From an optimization exercise on the open Yosys and OpenROAD flow, aimed at small area; shortcuts taken in it are not production practice.
At most, simulation tests tie the RTL to the original design; equivalence was not proved.
Power figures rest on the tool's default switching activity, not on a simulated workload.

Design ptp_perout_gen, start of the top module:
module ptp_perout_gen #(
    parameter int FNS_W        = 16,
    parameter bit OUT_POLARITY = 1'b1
) (
    input  logic        clk,
    input  logic        rst_n,
    input  logic [95:0] ts_96,
    input  logic        enable,
    input  logic        cfg_valid,
    input  logic [79:0] cfg_start,
    input  logic [79:0] cfg_period,
    input  logic [79:0] cfg_width,
    output logic        perout,
    output logic        locked,
    output logic        cfg_error
);
    localparam int TW = 78;   
    logic [TW-1:0] ts_now;
    logic [TW-1:0] start_q;
    logic [TW-1:0] start_d;     
    logic [TW-1:0] period_q;    
    logic [TW-1:0] wmp_q;       
    logic [TW-1:0] next_rise;
    logic [TW-1:0] addend;
    logic [TW-1:0] sum;
    logic [TW-1:0] ts_in;
    logic [TW-1:0] c_start, c_period, c_width;
    logic [TW-1:0] c_wmp;
    logic          c_w_lt_p;
    logic          armed;       
    logic          cfg_held;
    logic          pulse;
    logic          cfg_legal;
    logic          back_q;
    logic          was_rst;
    logic          ge_rise, ge_sum;
    logic          idle;
    logic          unused;
    function automatic logic [TW-1:0] t80(input logic [79:0] t);
        t80 = {t[79:32], t[29:0]};
    endfunction
    function automatic logic t_ge(input logic [TW-1:0] a, input logic [TW-1:0] b);
        logic g, g0, g1;
        g = 1'b1;
        g0 = 1'b0; g1 = 1'b1;
  ...
==> module ptp_perout_gen, before the edit <==
module ptp_perout_gen #(
    parameter int FNS_W        = 16,
    parameter bit OUT_POLARITY = 1'b1
) (
    input  logic        clk,
    input  logic        rst_n,
    input  logic [95:0] ts_96,
    input  logic        enable,
    input  logic        cfg_valid,
    input  logic [79:0] cfg_start,
    input  logic [79:0] cfg_period,
    input  logic [79:0] cfg_width,
    output logic        perout,
    output logic        locked,
    output logic        cfg_error
);
    localparam int TW = 78;   
    logic [TW-1:0] ts_now;
    logic [TW-1:0] start_q;
    logic [TW-1:0] start_d;     
    logic [TW-1:0] period_q;    
    logic [TW-1:0] wmp_q;       
    logic [TW-1:0] next_rise;
    logic [TW-1:0] addend;
    logic [TW-1:0] sum;
    logic [TW-1:0] ts_in;
    logic [TW-1:0] c_start, c_period, c_width;
    logic [TW-1:0] c_wmp;
    logic          c_w_lt_p;
    logic          armed;       
    logic          cfg_held;
    logic          pulse;
    logic          cfg_legal;
    logic          back_q;
    logic          was_rst;
    logic          ge_rise, ge_sum;
    logic          idle;
    logic          unused;
    function automatic logic [TW-1:0] t80(input logic [79:0] t);
        t80 = {t[79:32], t[29:0]};
    endfunction
    function automatic logic t_ge(input logic [TW-1:0] a, input logic [TW-1:0] b);
        logic g, g0, g1;
        g = 1'b1;
        g0 = 1'b0; g1 = 1'b1;
        for (int i = 0; i < TW; i++) begin
            g0 = (a[i] & ~b[i]) | ((a[i] | ~b[i]) & g0);
            g1 = (a[i] & ~b[i]) | ((a[i] | ~b[i]) & g1);
            if (i % 10 == 10 - 1 || i == TW - 1) begin
                g = g0 | (g1 & g);
                g0 = 1'b0; g1 = 1'b1;
            end
        end
        t_ge = g;
    endfunction
    function automatic logic t_ge_r(input logic [TW-1:0] a, input logic [TW-1:0] b);
        logic g;
        g = 1'b1;
        for (int i = 0; i < TW; i++) g = (a[i] & ~b[i]) | ((a[i] | ~b[i]) & g);
        t_ge_r = g;
    endfunction
    localparam logic [29:0] NS_BIAS = 30'd73741824;   
    function automatic logic [TW-1:0] t_add(input logic [TW-1:0] a, input logic [TW-1:0] b);
        logic [TW-1:0] s;
        logic          c;
        s     = a + b;
        c     = s[30] ^ a[30] ^ b[30];
        t_add = {s[TW-1:30], c ? s[29:0] : s[29:0] - NS_BIAS};
    endfunction
    function automatic logic [TW+1:0] cia(input logic [TW-1:0] a, input logic [TW-1:0] b, input logic cin);
        logic [TW-1:0] s0, s;
        logic          g, carry, cblk, pf, c30;
        carry = cin; cblk = cin; g = cin; pf = 1'b1; c30 = 1'b0;
        for (int i = 0; i < TW; i++) begin
            if (i % 15 == 0 && i != 0) begin
                cblk = carry; g = 1'b0; pf = 1'b1;
                if (i == 30) c30 = carry;
            end
            s0[i] = a[i] ^ b[i] ^ g;
            g     = (a[i] & b[i]) | (a[i] & g) | (b[i] & g);
            s[i]  = (i < 15 || !cblk) ? s0[i] : s0[i] ^ pf;
            pf    = pf & s0[i];
            if (i % 15 == 14 || i == TW - 1) carry = (i < 15) ? g : (g | (cblk & pf));
        end
        cia = {carry, c30, s};
    endfunction
    function automatic logic [TW:0] t_sub_b(input logic [TW-1:0] a, input logic [TW-1:0] b);
        logic [TW+1:0] d;
        d       = cia(a, ~b, 1'b1);
        t_sub_b = {!d[TW+1], d[TW-1:30], d[TW] ? d[29:0] + NS_BIAS : d[29:0]};
    endfunction
    assign start_d   = (c_start & {TW{cfg_valid}}) | (start_q & {TW{!cfg_valid}});
    assign ts_in     = t80(ts_96[95:16]);
    assign c_start   = t80(cfg_start);
    assign c_period  = t80(cfg_period);
    assign c_width   = t80(cfg_width);
    assign unused    = ^{ts_96[47:46], ts_96[15:0], cfg_start[31:30], cfg_period[31:30], cfg_width[31:30]};
    assign {c_w_lt_p, c_wmp} = t_sub_b(c_width, c_period);
    assign cfg_legal = (c_width != '0) && c_w_lt_p;
    assign addend    = pulse ? wmp_q : period_q;
    assign sum       = t_add(next_rise, addend);
    assign ge_sum    = t_ge(ts_now, sum);
    assign ge_rise   = t_ge_r(ts_now, next_rise);
    assign idle      = !armed && !pulse;
    assign perout    = OUT_POLARITY ? pulse : ~pulse;
    always_ff @(posedge clk) begin
        ts_now  <= ts_in;
        was_rst <= !rst_n;
        back_q  <= !was_rst && !t_ge_r(ts_in, ts_now);
        start_q <= start_d;
        if (cfg_valid) begin
            period_q <= {c_period[TW-1:30], c_period[29:0] + NS_BIAS};
            wmp_q    <= c_wmp;
        end
        if (cfg_valid || !enable || idle || back_q)
            next_rise <= start_d;
        else if (armed && (ge_sum || ge_rise))
            next_rise <= sum;
    end
    always_ff @(posedge clk) begin
        if (!rst_n) begin
            armed     <= 1'b0;
            cfg_held  <= 1'b0;
            pulse     <= 1'b0;
            locked    <= 1'b0;
            cfg_error <= 1'b0;
        end else begin
            if (cfg_valid) begin
                pulse     <= 1'b0;
                locked    <= 1'b0;
                cfg_error <= !cfg_legal;
                cfg_held  <= cfg_legal;
                armed     <= cfg_legal && enable;
            end else if (!enable) begin
                armed  <= 1'b0;
                pulse  <= 1'b0;
                locked <= 1'b0;
            end else if (!idle && back_q) begin
                pulse  <= 1'b0;
                locked <= 1'b0;
                armed  <= 1'b1;
            end else if (idle) begin
                locked <= 1'b0;
                armed  <= cfg_held;
            end else if (armed) begin
                if (ge_sum) begin
                    locked <= 1'b0;
                end else if (ge_rise) begin
                    pulse  <= 1'b1;
                    locked <= 1'b1;
                    armed  <= 1'b0;
                end
            end else if (ge_sum) begin
                pulse <= 1'b0;
                armed <= 1'b1;
            end
        end
    end
endmodule
==> flow/config.mk <==
export PLATFORM = sky130hd
export DESIGN_NAME = ptp_perout_gen
export DESIGN_NICKNAME = ptp_perout_gen
export VERILOG_FILES = /design/flow/design.v
export SDC_FILE = /design/flow/constraint.sdc
export NUM_CORES = 4
export LEC_CHECK = 0
export ABC_AREA = 1
export CAP_MARGIN = 20
export CORE_MARGIN = 2
export CORE_UTILIZATION = 40
export SLEW_MARGIN = 20
==> flow/constraint.sdc <==
create_clock -name core_clock -period 8.5 [get_ports {clk}]
set_input_delay 1.7000 -clock core_clock [delete_from_list [all_inputs] [get_ports {clk}]]
set_output_delay 1.7000 -clock core_clock [all_outputs]
set_load 0.01 [all_outputs]
standard.sh (not shown) runs the stock make flow with config.mk's settings and CLKGATE_MAP_FILE= SYNTH_SCRIPT=/design/flow/synth_recipe.tcl, a recipe that flattens the netlist after the stock synthesis.
==> flow/flow/run.sh <==
#!/bin/bash
# The standard layout (standard.sh, unchanged synthesis), except that the buffers put on
# the input and output ports are the smallest buffer cell, sky130_fd_sc_hd__buf_1, and clock
# tree synthesis builds the tree from sky130_fd_sc_hd__clkbuf_8 in larger sink clusters,
# without dummy loads.
set -euo pipefail
export BUFFER_PORTS_ARGS="-buffer_cell sky130_fd_sc_hd__buf_1"
export CTS_ARGS="-sink_clustering_enable -repair_clock_nets -dont_use_dummy_load -buf_list sky130_fd_sc_hd__clkbuf_8 -sink_clustering_size 16 -sink_clustering_max_diameter 80"
bash standard.sh > standard.log 2>&1
The baseline finished clean.
Edit:
--- a/flow/design.v
+++ b/flow/design.v
@@ -72,15 +72,15 @@
         logic          g, carry, cblk, pf, c30;
         carry = cin; cblk = cin; g = cin; pf = 1'b1; c30 = 1'b0;
         for (int i = 0; i < TW; i++) begin
-            if (i % 15 == 0 && i != 0) begin
+            if (i % 10 == 0 && i != 0) begin
                 cblk = carry; g = 1'b0; pf = 1'b1;
                 if (i == 30) c30 = carry;
             end
             s0[i] = a[i] ^ b[i] ^ g;
             g     = (a[i] & b[i]) | (a[i] & g) | (b[i] & g);
-            s[i]  = (i < 15 || !cblk) ? s0[i] : s0[i] ^ pf;
+            s[i]  = (i < 10 || !cblk) ? s0[i] : s0[i] ^ pf;
             pf    = pf & s0[i];
-            if (i % 15 == 14 || i == TW - 1) carry = (i < 15) ? g : (g | (cblk & pf));
+            if (i % 10 == 9) carry = (i < 10) ? g : (g | (cblk & pf));
         end
         cia = {carry, c30, s};
     endfunction
=> Register-to-register slack is better by 0.09 ns. Power drops by about 4%. Via count went down by 5.0%. Clock power decreases by about 6%. Fmax goes up by about 5%. Utilization is about the same. Sequential cell count is unchanged. Count of clock-buffer cells in the layout falls by 3. Worst setup slack is better by 0.41 ns. Cell count shrinks by 2.6%. Routed wire length fell by 7.7%. Critical path depth is higher by 34. Synthesized area shrinks by about 0.9%. Die area goes down by 0.88%.
No run of this note included a check of the RTL's function; only the layout flow was run.

========
ptp_perout_gen, a different RTL version from the one above (not shown whole).
For scale: about 400 flip-flops, ~340 I/O pins, ~0.025 mm2 of cells after synthesis.
==> module ptp_perout_gen, before the edit <==
module ptp_perout_gen #(
    parameter int FNS_W        = 16,
    parameter bit OUT_POLARITY = 1'b1
) (
    input  logic        clk,
    input  logic        rst_n,
    input  logic [95:0] ts_96,
    input  logic        enable,
    input  logic        cfg_valid,
    input  logic [79:0] cfg_start,
    input  logic [79:0] cfg_period,
    input  logic [79:0] cfg_width,
    output logic        perout,
    output logic        locked,
    output logic        cfg_error
);
    localparam int TW = 78;   
    logic [TW-1:0] ts_now;
    logic [TW-1:0] start_q;
    logic [TW-1:0] start_d;     
    logic [TW-1:0] period_q;    
    logic [TW-1:0] wmp_q;       
    logic [TW-1:0] next_rise;
    logic [TW-1:0] addend;
    logic [TW-1:0] sum;
    logic [TW-1:0] ts_in;
    logic [TW-1:0] c_start, c_period, c_width;
    logic [TW-1:0] c_wmp;
    logic [TW-1:0] add_a, add_b;
    logic [TW+1:0] add_s;
    logic          add_c30;
    logic [TW-1:0] rise_d;
    logic          restart, advance;
    logic          c_w_lt_p;
    logic          armed;       
    logic          cfg_held;
    logic          pulse;
    logic          cfg_legal;
    logic          back_q;
    logic          was_rst;
    logic          ge_rise, ge_sum;
    logic          idle;
    logic          unused;
    function automatic logic [TW-1:0] t80(input logic [79:0] t);
        t80 = {t[79:32], t[29:0]};
    endfunction
    function automatic logic t_ge(input logic [TW-1:0] a, input logic [TW-1:0] b);
        logic g, g0, g1;
        g = 1'b1;
        g0 = 1'b0; g1 = 1'b1;
        for (int i = 0; i < TW; i++) begin
            g0 = (a[i] & ~b[i]) | ((a[i] | ~b[i]) & g0);
            g1 = (a[i] & ~b[i]) | ((a[i] | ~b[i]) & g1);
            if (i % 10 == 10 - 1 || i == TW - 1) begin
                g = g0 | (g1 & g);
                g0 = 1'b0; g1 = 1'b1;
            end
        end
        t_ge = g;
    endfunction
    function automatic logic t_ge_r(input logic [TW-1:0] a, input logic [TW-1:0] b);
        logic g;
        g = 1'b1;
        for (int i = 0; i < TW; i++) g = (a[i] & ~b[i]) | ((a[i] | ~b[i]) & g);
        t_ge_r = g;
    endfunction
    localparam logic [29:0] NS_BIAS = 30'd73741824;   
    assign start_d   = (c_start & {TW{cfg_valid}}) | (start_q & {TW{!cfg_valid}});
    assign ts_in     = t80(ts_96[95:16]);
    assign c_start   = t80(cfg_start);
    assign c_period  = t80(cfg_period);
    assign c_width   = t80(cfg_width);
    assign unused    = ^{ts_96[47:46], ts_96[15:0], cfg_start[31:30], cfg_period[31:30], cfg_width[31:30]};
    assign add_a     = cfg_valid ? c_width : next_rise;
    assign add_b     = cfg_valid ? ~c_period : addend;
    assign add_s     = {1'b0, add_a, 1'b1} + {1'b0, add_b, cfg_valid};
    assign add_c30   = add_s[31] ^ add_a[30] ^ add_b[30];
    assign sum       = {add_s[TW:31], add_c30 ? add_s[30:1] : add_s[30:1] - NS_BIAS};
    assign c_wmp     = {add_s[TW:31], add_c30 ? add_s[30:1] + NS_BIAS : add_s[30:1]};
    assign c_w_lt_p  = !add_s[TW+1];
    assign cfg_legal = (c_width != '0) && c_w_lt_p;
    assign addend    = pulse ? wmp_q : period_q;
    assign ge_sum    = t_ge(ts_now, sum);
    assign ge_rise   = t_ge_r(ts_now, next_rise);
    assign idle      = !armed && !pulse;
    assign perout    = OUT_POLARITY ? pulse : ~pulse;
    assign restart   = cfg_valid || !enable || idle || back_q;
    assign advance   = !restart && armed && (ge_sum || ge_rise);
    assign rise_d    = (start_d & {TW{restart}}) | (sum & {TW{advance}}) |
                       (next_rise & {TW{!restart && !advance}});
    always_ff @(posedge clk) begin
        ts_now  <= ts_in;
        was_rst <= !rst_n;
        back_q  <= !was_rst && !t_ge_r(ts_in, ts_now);
        start_q <= start_d;
        if (cfg_valid) begin
            period_q <= {c_period[TW-1:30], c_period[29:0] + NS_BIAS};
            wmp_q    <= c_wmp;
        end
        next_rise <= rise_d;
    end
    always_ff @(posedge clk) begin
        if (!rst_n) begin
            armed     <= 1'b0;
            cfg_held  <= 1'b0;
            pulse     <= 1'b0;
            locked    <= 1'b0;
            cfg_error <= 1'b0;
        end else begin
            if (cfg_valid) begin
                pulse     <= 1'b0;
                locked    <= 1'b0;
                cfg_error <= !cfg_legal;
                cfg_held  <= cfg_legal;
                armed     <= cfg_legal && enable;
            end else if (!enable) begin
                armed  <= 1'b0;
                pulse  <= 1'b0;
                locked <= 1'b0;
            end else if (!idle && back_q) begin
                pulse  <= 1'b0;
                locked <= 1'b0;
                armed  <= 1'b1;
            end else if (idle) begin
                locked <= 1'b0;
                armed  <= cfg_held;
            end else if (armed) begin
                if (ge_sum) begin
                    locked <= 1'b0;
                end else if (ge_rise) begin
                    pulse  <= 1'b1;
                    locked <= 1'b1;
                    armed  <= 1'b0;
                end
            end else if (ge_sum) begin
                pulse <= 1'b0;
                armed <= 1'b1;
            end
        end
    end
endmodule
==> flow/config.mk <==
export PLATFORM = sky130hd
export DESIGN_NAME = ptp_perout_gen
export DESIGN_NICKNAME = ptp_perout_gen
export VERILOG_FILES = /design/flow/design.v
export SDC_FILE = /design/flow/constraint.sdc
export NUM_CORES = 4
export LEC_CHECK = 0
export ABC_AREA = 1
export CAP_MARGIN = 20
export CORE_MARGIN = 2
export CORE_UTILIZATION = 40
export GPL_TIMING_DRIVEN = 0
export SLEW_MARGIN = 20
==> flow/constraint.sdc <==
create_clock -name core_clock -period 8.5 [get_ports {clk}]
set_input_delay 1.7000 -clock core_clock [delete_from_list [all_inputs] [get_ports {clk}]]
set_output_delay 1.7000 -clock core_clock [all_outputs]
set_load 0.01 [all_outputs]
Scripts as last shown in full above: flow/flow/run.sh
The starting point produced a layout that fails on negative setup slack.
Edit:
--- a/flow/design.v
+++ b/flow/design.v
@@ -23,17 +23,12 @@
     logic [TW-1:0] next_rise;
     logic [TW-1:0] addend;
     logic [TW-1:0] sum;
     logic [TW-1:0] ts_in;
     logic [TW-1:0] c_start, c_period, c_width;
     logic [TW-1:0] c_wmp;
-    logic [TW-1:0] add_a, add_b;
-    logic [TW+1:0] add_s;
-    logic          add_c30;
-    logic [TW-1:0] rise_d;
-    logic          restart, advance;
     logic          c_w_lt_p;
     logic          armed;       
     logic          cfg_held;
     logic          pulse;
     logic          cfg_legal;
     logic          back_q;
@@ -62,45 +57,68 @@
         logic g;
         g = 1'b1;
         for (int i = 0; i < TW; i++) g = (a[i] & ~b[i]) | ((a[i] | ~b[i]) & g);
         t_ge_r = g;
     endfunction
     localparam logic [29:0] NS_BIAS = 30'd73741824;   
+    function automatic logic [TW-1:0] t_add(input logic [TW-1:0] a, input logic [TW-1:0] b);
+        logic [TW-1:0] s;
+        logic          c;
+        s     = a + b;
+        c     = s[30] ^ a[30] ^ b[30];
+        t_add = {s[TW-1:30], c ? s[29:0] : s[29:0] - NS_BIAS};
+    endfunction
+    function automatic logic [TW+1:0] cia(input logic [TW-1:0] a, input logic [TW-1:0] b, input logic cin);
+        logic [TW-1:0] s0, s;
+        logic          g, carry, cblk, pf, c30;
+        carry = cin; cblk = cin; g = cin; pf = 1'b1; c30 = 1'b0;
+        for (int i = 0; i < TW; i++) begin
+            if (i % 6 == 0 && i != 0) begin
+                cblk = carry; g = 1'b0; pf = 1'b1;
+                if (i == 30) c30 = carry;
+            end
+            s0[i] = a[i] ^ b[i] ^ g;
+            g     = (a[i] & b[i]) | (a[i] & g) | (b[i] & g);
+            s[i]  = (i < 6 || !cblk) ? s0[i] : s0[i] ^ pf;
+            pf    = pf & s0[i];
+            if (i % 6 == 5) carry = (i < 6) ? g : (g | (cblk & pf));
+        end
+        cia = {carry, c30, s};
+    endfunction
+    function automatic logic [TW:0] t_sub_b(input logic [TW-1:0] a, input logic [TW-1:0] b);
+        logic [TW+1:0] d;
+        d       = cia(a, ~b, 1'b1);
+        t_sub_b = {!d[TW+1], d[TW-1:30], d[TW] ? d[29:0] + NS_BIAS : d[29:0]};
+    endfunction
     assign start_d   = (c_start & {TW{cfg_valid}}) | (start_q & {TW{!cfg_valid}});
     assign ts_in     = t80(ts_96[95:16]);
     assign c_start   = t80(cfg_start);
     assign c_period  = t80(cfg_period);
     assign c_width   = t80(cfg_width);
     assign unused    = ^{ts_96[47:46], ts_96[15:0], cfg_start[31:30], cfg_period[31:30], cfg_width[31:30]};
-    assign add_a     = cfg_valid ? c_width : next_rise;
-    assign add_b     = cfg_valid ? ~c_period : addend;
-    assign add_s     = {1'b0, add_a, 1'b1} + {1'b0, add_b, cfg_valid};
-    assign add_c30   = add_s[31] ^ add_a[30] ^ add_b[30];
-    assign sum       = {add_s[TW:31], add_c30 ? add_s[30:1] : add_s[30:1] - NS_BIAS};
-    assign c_wmp     = {add_s[TW:31], add_c30 ? add_s[30:1] + NS_BIAS : add_s[30:1]};
-    assign c_w_lt_p  = !add_s[TW+1];
+    assign {c_w_lt_p, c_wmp} = t_sub_b(c_width, c_period);
     assign cfg_legal = (c_width != '0) && c_w_lt_p;
     assign addend    = pulse ? wmp_q : period_q;
+    assign sum       = t_add(next_rise, addend);
     assign ge_sum    = t_ge(ts_now, sum);
     assign ge_rise   = t_ge_r(ts_now, next_rise);
     assign idle      = !armed && !pulse;
     assign perout    = OUT_POLARITY ? pulse : ~pulse;
-    assign restart   = cfg_valid || !enable || idle || back_q;
-    assign advance   = !restart && armed && (ge_sum || ge_rise);
-    assign rise_d    = (start_d & {TW{restart}}) | (sum & {TW{advance}}) |
-                       (next_rise & {TW{!restart && !advance}});
     always_ff @(posedge clk) begin
         ts_now  <= ts_in;
         was_rst <= !rst_n;
         back_q  <= !was_rst && !t_ge_r(ts_in, ts_now);
         start_q <= start_d;
         if (cfg_valid) begin
             period_q <= {c_period[TW-1:30], c_period[29:0] + NS_BIAS};
             wmp_q    <= c_wmp;
         end
-        next_rise <= rise_d;
+        if (cfg_valid || !enable || idle || back_q)
+            next_rise <= start_d;
+        else if (armed && (ge_sum || ge_rise))
+            next_rise <= sum;
     end
     always_ff @(posedge clk) begin
         if (!rst_n) begin
             armed     <= 1'b0;
             cfg_held  <= 1'b0;
             pulse     <= 1'b0;
What happened: Now the flow finished with max-capacitance violations, max-slew violations left; sequential share of layout area climbs by 2.2 points; clock power barely changes; cell area climbs by 1.5%; worst hold slack gets better by 0.0088 ns; synthesized area climbs by 5.4%; flip-flop and latch count stays the same; clock-buffer cell count stays the same.
Only the layout flow was run in the first run of this note; the RTL was not checked for function there.

[port drivers added, routing unchanged]
Ports are ideal in the flow. The routed layouts listed here were re-timed in OpenROAD.
Step 1 (the two cells are an assumption about what drives the block):
set clk [get_ports {clk}]
set_driving_cell -lib_cell sky130_fd_sc_hd__clkbuf_16 $clk
set_driving_cell -lib_cell sky130_fd_sc_hd__buf_2 [delete_from_list [all_inputs] $clk]
Step 2 adds t to the input delays and takes it off the output delays; t is the mean of the earliest and latest rising clock arrival at the registers after step 1. Input paths then give back, and output paths get back, about the clock's delay inside the block.
a / b / c = no drivers / after step 1 / after step 2; a / b = the first two.
run	shift t [ns]	setup slack, ns	worst setup path after step 2
the first run of note 1	0.649	0.277 / 0.296 / -0.354	input to register
the second run of note 1	0.706	0.688 / 0.688 / 0.561	input to register
the first run of note 2	0.655	-0.613 / -0.642 / -1.296	input to register
the second run of note 2	0.655	0.443 / 0.474 / -0.181	input to register
The setup slack of the first run of note 2, which loses most, moves by -0.029 ns with the drivers and by -0.683 ns with both steps.
